What follows belongs to an exercise in optimizing a design on an open flow for small area; a production flow would make more cautious choices.
RTL that was checked went through simulation tests only; none was proved equivalent to the original.

// snake_top
module snake_top (
    input  logic        clk25,
    input  logic        rst_n,
    input  logic        key_strobe,
    input  logic [7:0]  key_code,
    input  logic        step,
    input  logic [19:0] pix,
    output logic [11:0] rgb,
    output logic [12:0] head,
    output logic [12:0] apple,
    output logic [6:0]  score,
    output logic        dead
);
==> module pixel_front, before the edit <==
module pixel_front (
    input  logic [19:0]  pix,      
    input  logic [12:0]  head,
    output logic         on_board,
    output logic [5:0]   cx,
    output logic [5:0]   cy,
    output logic         fit,      
    output logic         z0,       
    output logic         par,      
    output logic [4:0]   hu,
    output logic [4:0]   hv,
    output logic [4:1]   fu,       
    output logic [4:1]   fv
);
    logic [9:0]  px;
    logic [9:0]  py;
    logic [6:0]  dx;
    logic [5:0]  dy;
    logic [5:0]  du, dv;
    assign px = pix[19:10];
    assign py = pix[9:0];
    always_comb begin
        cx = 6'(px / 10'(10));
        cy = 6'(py / 10'(10));
    end
    assign on_board = !(px[9] && (px[8] || px[7]))
                   && !(py[9] || (&py[8:5]));
    function automatic logic [6:0] radd(input logic [6:0] a, input logic [6:0] b, input logic ci);
        logic c;
        c = ci;
        for (int k = 0; k < 7; k++) begin
            radd[k] = a[k] ^ b[k] ^ c;
            c = (a[k] & b[k]) | (c & (a[k] ^ b[k]));
        end
    endfunction
    logic [6:0] dy7, du7, dv7;
    assign dx  = radd({1'b0, cx}, ~head[6:0], 1'b1);
    assign dy7 = radd({1'b0, cy}, {1'b1, ~head[12:7]}, 1'b1);
    assign dy  = dy7[5:0];
    assign fit = (dx[6:4] == 3'b000 || dx[6:4] == 3'b111)
              && (dy[5:4] == 2'b00  || dy[5:4] == 2'b11);
    assign du7 = radd({2'b00, dx[4], dx[4:0]}, {2'b00, dy[4], dy[4:0]}, 1'b0);
    assign dv7 = radd({2'b00, dx[4], dx[4:0]}, {2'b11, ~dy[4], ~dy[4:0]}, 1'b1);
    assign du  = du7[5:0];
    assign dv  = dv7[5:0];
    assign hu  = du[5:1];
    assign hv  = dv[5:1];
    assign par = du[0];
    assign z0  = (dx == '0) && (dy == '0);
    genvar w;
    generate
        for (w = 1; w <= 4; w++) begin : fits
            assign fu[w] = (hu[4:w-1] == '0) || (hu[4:w-1] == '1);
            assign fv[w] = (hv[4:w-1] == '0) || (hv[4:w-1] == '1);
        end
    endgenerate
endmodule
==> flow/config.mk <==
export PLATFORM = sky130hd
export DESIGN_NAME = snake_top
export DESIGN_NICKNAME = snake_top
export VERILOG_FILES = /design/flow/design.v
export SDC_FILE = /design/flow/constraint.sdc
export NUM_CORES = 4
export LEC_CHECK = 0
export ABC_AREA = 1
export CAP_MARGIN = 0
export CORE_MARGIN = 2
export CORE_UTILIZATION = 40
export GPL_TIMING_DRIVEN = 0
export PLACE_DENSITY = 0.6
export SLEW_MARGIN = 0
==> flow/constraint.sdc <==
create_clock -name core_clock -period 10.0 [get_ports {clk25}]
set_input_delay 2.0000 -clock core_clock [delete_from_list [all_inputs] [get_ports {clk25}]]
set_output_delay 2.0000 -clock core_clock [all_outputs]
set_load 0.01 [all_outputs]
standard.sh (not shown) runs the stock make flow with config.mk's settings and CLKGATE_MAP_FILE= SYNTH_SCRIPT=/design/flow/synth_recipe.tcl, a recipe that flattens the netlist after the stock synthesis.
==> flow/flow/run.sh <==
#!/bin/bash
# ORFS layout through standard.sh, with these changes to how it is made:
#  - synthesis: ABC maps the pixel path (pix -> rgb registers) for delay and
#    everything else for area (abc_pix.script, abc_area.script, ABC_AREA 1);
#  - port buffers are buf_1 cells;
#  - CTS inserts no dummy loads and uses clkbuf_4/clkbuf_8 buffers.
set -uo pipefail
rm -rf scripts_mod
cp -r "$FLOW_HOME/scripts" scripts_mod
cp flow/abc_area.script flow/abc_pix.script scripts_mod/
python3 flow/patch_synth.py scripts_mod/synth.tcl > patch.log 2>&1 || exit 1
export SCRIPTS_DIR=$PWD/scripts_mod
export BUFFER_PORTS_ARGS="-buffer_cell sky130_fd_sc_hd__buf_1"
export CTS_ARGS="-sink_clustering_enable -repair_clock_nets -dont_use_dummy_load -buf_list {sky130_fd_sc_hd__clkbuf_4 sky130_fd_sc_hd__clkbuf_8} -root_buf sky130_fd_sc_hd__clkbuf_8"
bash standard.sh > standard.log 2>&1
==> flow/flow/abc_area.script <==
strash
dch
amap
topo
stime -c
==> flow/flow/abc_pix.script <==
strash
dch
map -D 2000
topo
==> flow/flow/patch_synth.py <==
# Patch a copy of ORFS's synth.tcl: map the logic in the pixel input's cone
# (pix -> rgb registers) with a delay-driven ABC script first, then the rest
# with the area script.
import sys
p = sys.argv[1]
s = open(p).read()
old = "  log_cmd abc {*}$abc_args\n"
new = '''  set a_pix [lreplace $abc_args 1 1 $::env(SCRIPTS_DIR)/abc_pix.script]
  select -set pixl w:pix %co* t:sky130_fd_sc_hd__* %d
  log_cmd abc {*}$a_pix @pixl
  select -clear
  log_cmd abc {*}$abc_args
'''
assert s.count(old) == 1
open(p, 'w').write(s.replace(old, new))
Then changed:
--- a/flow/design.v
+++ b/flow/design.v
@@ -256,26 +256,14 @@
         cy = 6'(py / 10'(10));
     end
     assign on_board = !(px[9] && (px[8] || px[7]))
                    && !(py[9] || (&py[8:5]));
-    function automatic logic [6:0] radd(input logic [6:0] a, input logic [6:0] b, input logic ci);
-        logic c;
-        c = ci;
-        for (int k = 0; k < 7; k++) begin
-            radd[k] = a[k] ^ b[k] ^ c;
-            c = (a[k] & b[k]) | (c & (a[k] ^ b[k]));
-        end
-    endfunction
-    logic [6:0] dy7, du7, dv7;
-    assign dx  = radd({1'b0, cx}, ~head[6:0], 1'b1);
-    assign dy7 = radd({1'b0, cy}, {1'b1, ~head[12:7]}, 1'b1);
-    assign dy  = dy7[5:0];
+    assign dx  = {1'b0, cx} - head[6:0];
+    assign dy  = cy - head[12:7];
     assign fit = (dx[6:4] == 3'b000 || dx[6:4] == 3'b111)
               && (dy[5:4] == 2'b00  || dy[5:4] == 2'b11);
-    assign du7 = radd({2'b00, dx[4], dx[4:0]}, {2'b00, dy[4], dy[4:0]}, 1'b0);
-    assign dv7 = radd({2'b00, dx[4], dx[4:0]}, {2'b11, ~dy[4], ~dy[4:0]}, 1'b1);
-    assign du  = du7[5:0];
-    assign dv  = dv7[5:0];
+    assign du  = {dx[4], dx[4:0]} + {dy[4], dy[4:0]};
+    assign dv  = {dx[4], dx[4:0]} - {dy[4], dy[4:0]};
     assign hu  = du[5:1];
     assign hv  = dv[5:1];
     assign par = du[0];
     assign z0  = (dx == '0) && (dy == '0);
Outcome: Non-clock buffer count is higher by 9; critical path depth is lower by 5; setup slack gets worse by 0.23 ns; register-to-register slack barely changes; cell area is higher by a few percent; routed wire length is higher by a few percent; fmax is lower by a few percent.
No run of this note included a check of the RTL's function; only the layout flow was run.


Setup of run a:
snake_top, a different RTL version from the one above (not shown whole).
Size: roughly 1100 cells after synthesis, ~79 flip-flops, roughly 78 I/O pins, roughly 8000 µm² of cells after synthesis.
clock: 10.0 ns
lec_check: 0
abc_area: 1
cap_margin: 0
core_margin: 2
core_utilization: 40
gpl_timing_driven: 0
place_density: 0.6
slew_margin: 0
Scripts as last shown in full above: flow/flow/run.sh, flow/flow/abc_area.script, flow/flow/abc_pix.script, flow/flow/patch_synth.py
Both conditions hold for run a: the flow ran to the end and the final layout passed the timing, design-rule and antenna checks.
The inputs of run b differ from those of run a as listed below.
--- a/flow/design.v
+++ b/flow/design.v
@@ -65,20 +65,20 @@
     logic [15:1] su, sv;        
     logic [15:2] lsu, lsv;      
     logic [5:0]  step_mod_x;
     logic [5:0]  step_mod_y;
     logic [6:0]  head_x;
     logic [5:0]  head_y;
     logic [12:0] head_nxt;
     logic        eat, grow, turn_ok, move;
     logic [15:0] cz;            
-    assign su[1]      = last_dir[0];
-    assign sv[1]      = ~(last_dir[0] ^ last_dir[1]);
+    assign su[1]      = ~last_dir[0];
+    assign sv[1]      = last_dir[0] ^ last_dir[1];
     assign su[15:2]   = lsu;
     assign sv[15:2]   = lsv;
     function automatic logic [5:0] inc6(input logic [5:0] x);
         logic c;
         c = 1'b1;
         for (int k = 0; k < 6; k++) begin
             inc6[k] = x[k] ^ c;
             c = c & x[k];
         end
@@ -168,31 +168,31 @@
     assign grow    = eat && !(sc[3] && sc[2]);         
     assign turn_ok = turn[2] && (turn[1] != last_dir[1]);
     assign move    = step && !dead;
     logic x_wrap, y_wrap;
     assign x_wrap = &step_mod_x[5:1];
     assign y_wrap = step_mod_y[5] && step_mod_y[3] && step_mod_y[2] && step_mod_y[1];
     always_ff @(posedge clk25 or negedge rst_n) begin
         if (!rst_n) begin
             head       <= {6'd0, 7'd3};
-            lsu[3:2]   <= 2'b11;    
-            lsv[3:2]   <= 2'b11;
+            lsu[3:2]   <= 2'b00;    
+            lsv[3:2]   <= 2'b00;
             sc         <= 4'd0;
             dir        <= DIR_RIGHT;
             last_dir   <= DIR_RIGHT;
             apple_x    <= 6'(6);
             apple_y    <= 6'(0);
             step_mod_x <= '0;
             step_mod_y <= '0;
         end else if (restart) begin
             head       <= {6'd0, 7'd3};
-            lsu[3:2]   <= 2'b11;
-            lsv[3:2]   <= 2'b11;
+            lsu[3:2]   <= 2'b00;
+            lsv[3:2]   <= 2'b00;
             sc         <= 4'd0;
             dir        <= DIR_RIGHT;
             last_dir   <= DIR_RIGHT;
             apple_x    <= 6'(6);
             apple_y    <= 6'(0);
             step_mod_x <= '0;
             step_mod_y <= '0;
         end else begin
             if (turn_ok) begin
@@ -255,20 +255,20 @@
     function automatic logic [6:0] radd(input logic [6:0] a, input logic [6:0] b, input logic ci);
         logic c;
         c = ci;
         for (int k = 0; k < 7; k++) begin
             radd[k] = a[k] ^ b[k] ^ c;
             c = (a[k] & b[k]) | (c & (a[k] ^ b[k]));
         end
     endfunction
     logic [6:0] dy7, du7, dv7;
-    assign dx  = radd(head[6:0], {1'b1, ~cx}, 1'b1);
-    assign dy7 = radd({1'b0, head[12:7]}, {2'b11, ~cy}, 1'b1);
+    assign dx  = radd({1'b0, cx}, ~head[6:0], 1'b1);
+    assign dy7 = radd({1'b0, cy}, {1'b1, ~head[12:7]}, 1'b1);
     assign dy  = dy7[5:0];
     assign fit = (dx[6:4] == 3'b000 || dx[6:4] == 3'b111)
               && (dy[5:4] == 2'b00  || dy[5:4] == 2'b11);
     assign du7 = radd({2'b00, dx[4], dx[4:0]}, {2'b00, dy[4], dy[4:0]}, 1'b0);
     assign dv7 = radd({2'b00, dx[4], dx[4:0]}, {2'b11, ~dy[4], ~dy[4:0]}, 1'b1);
     assign du  = du7[5:0];
     assign dv  = dv7[5:0];
     assign hu  = du[5:1];
     assign hv  = dv[5:1];
- Routed wire length: run b vs run a down 890 µm
- As far as clock slew at the register clock pins of the worst setup and hold paths is concerned, run a and run b perform about the same.
- Diff run a -> run b: post-route worst setup slack saw a decrease; fraction of the cycle the final worst path needs grew by 0.68 points; final instance area lost about 4.3%.
- Compared with run a, in run b count of multi-input gates down 3.4%, headroom to the max-slew limit up 6.4 points, non-clock buffer count down 14.
- Sort run b and run a by fmax asc -> top: run b
- Sort run b and run a by synthesis-to-finish area growth, ascending, and run b comes first.
For run a, only the layout was checked, not whether the RTL still works.

## static timing again, ports no longer ideal
The results above use ideal ports. As a check the final layouts listed here were re-extracted and re-timed, cells and wires unchanged.
Step 1 sets driving cells, clkbuf_16 on the clock port and buf_2 on the other inputs (assumed; they add their load-dependent delay and slew).
Step 2, shift: input delay + t, output delay - t, t = (earliest + latest rising clock arrival at the registers) / 2. This alone moves slack from input paths to output paths.
Three values: ideal ports, drivers, drivers and shift; two values: the first two.
run | t (ns) | setup WS [ns] | slew at the worst register clock pin (ns)
the first run of note 1 | 0.415 | 0.562 / 0.558 / 0.163 | 0.11 / 0.11
the second run of note 1 | 0.411 | 0.335 / 0.294 / 0.152 | 0.11 / 0.11
run a | 0.427 | 0.484 / 0.491 / 0.068 | 0.10 / 0.10
run b | 0.419 | 0.416 / 0.434 / 0.015 | 0.11 / 0.11
After both steps every run listed still meets setup and hold. For run a, which loses most, drivers alone change the setup slack by +0.007 ns; drivers and shift together by -0.416 ns.
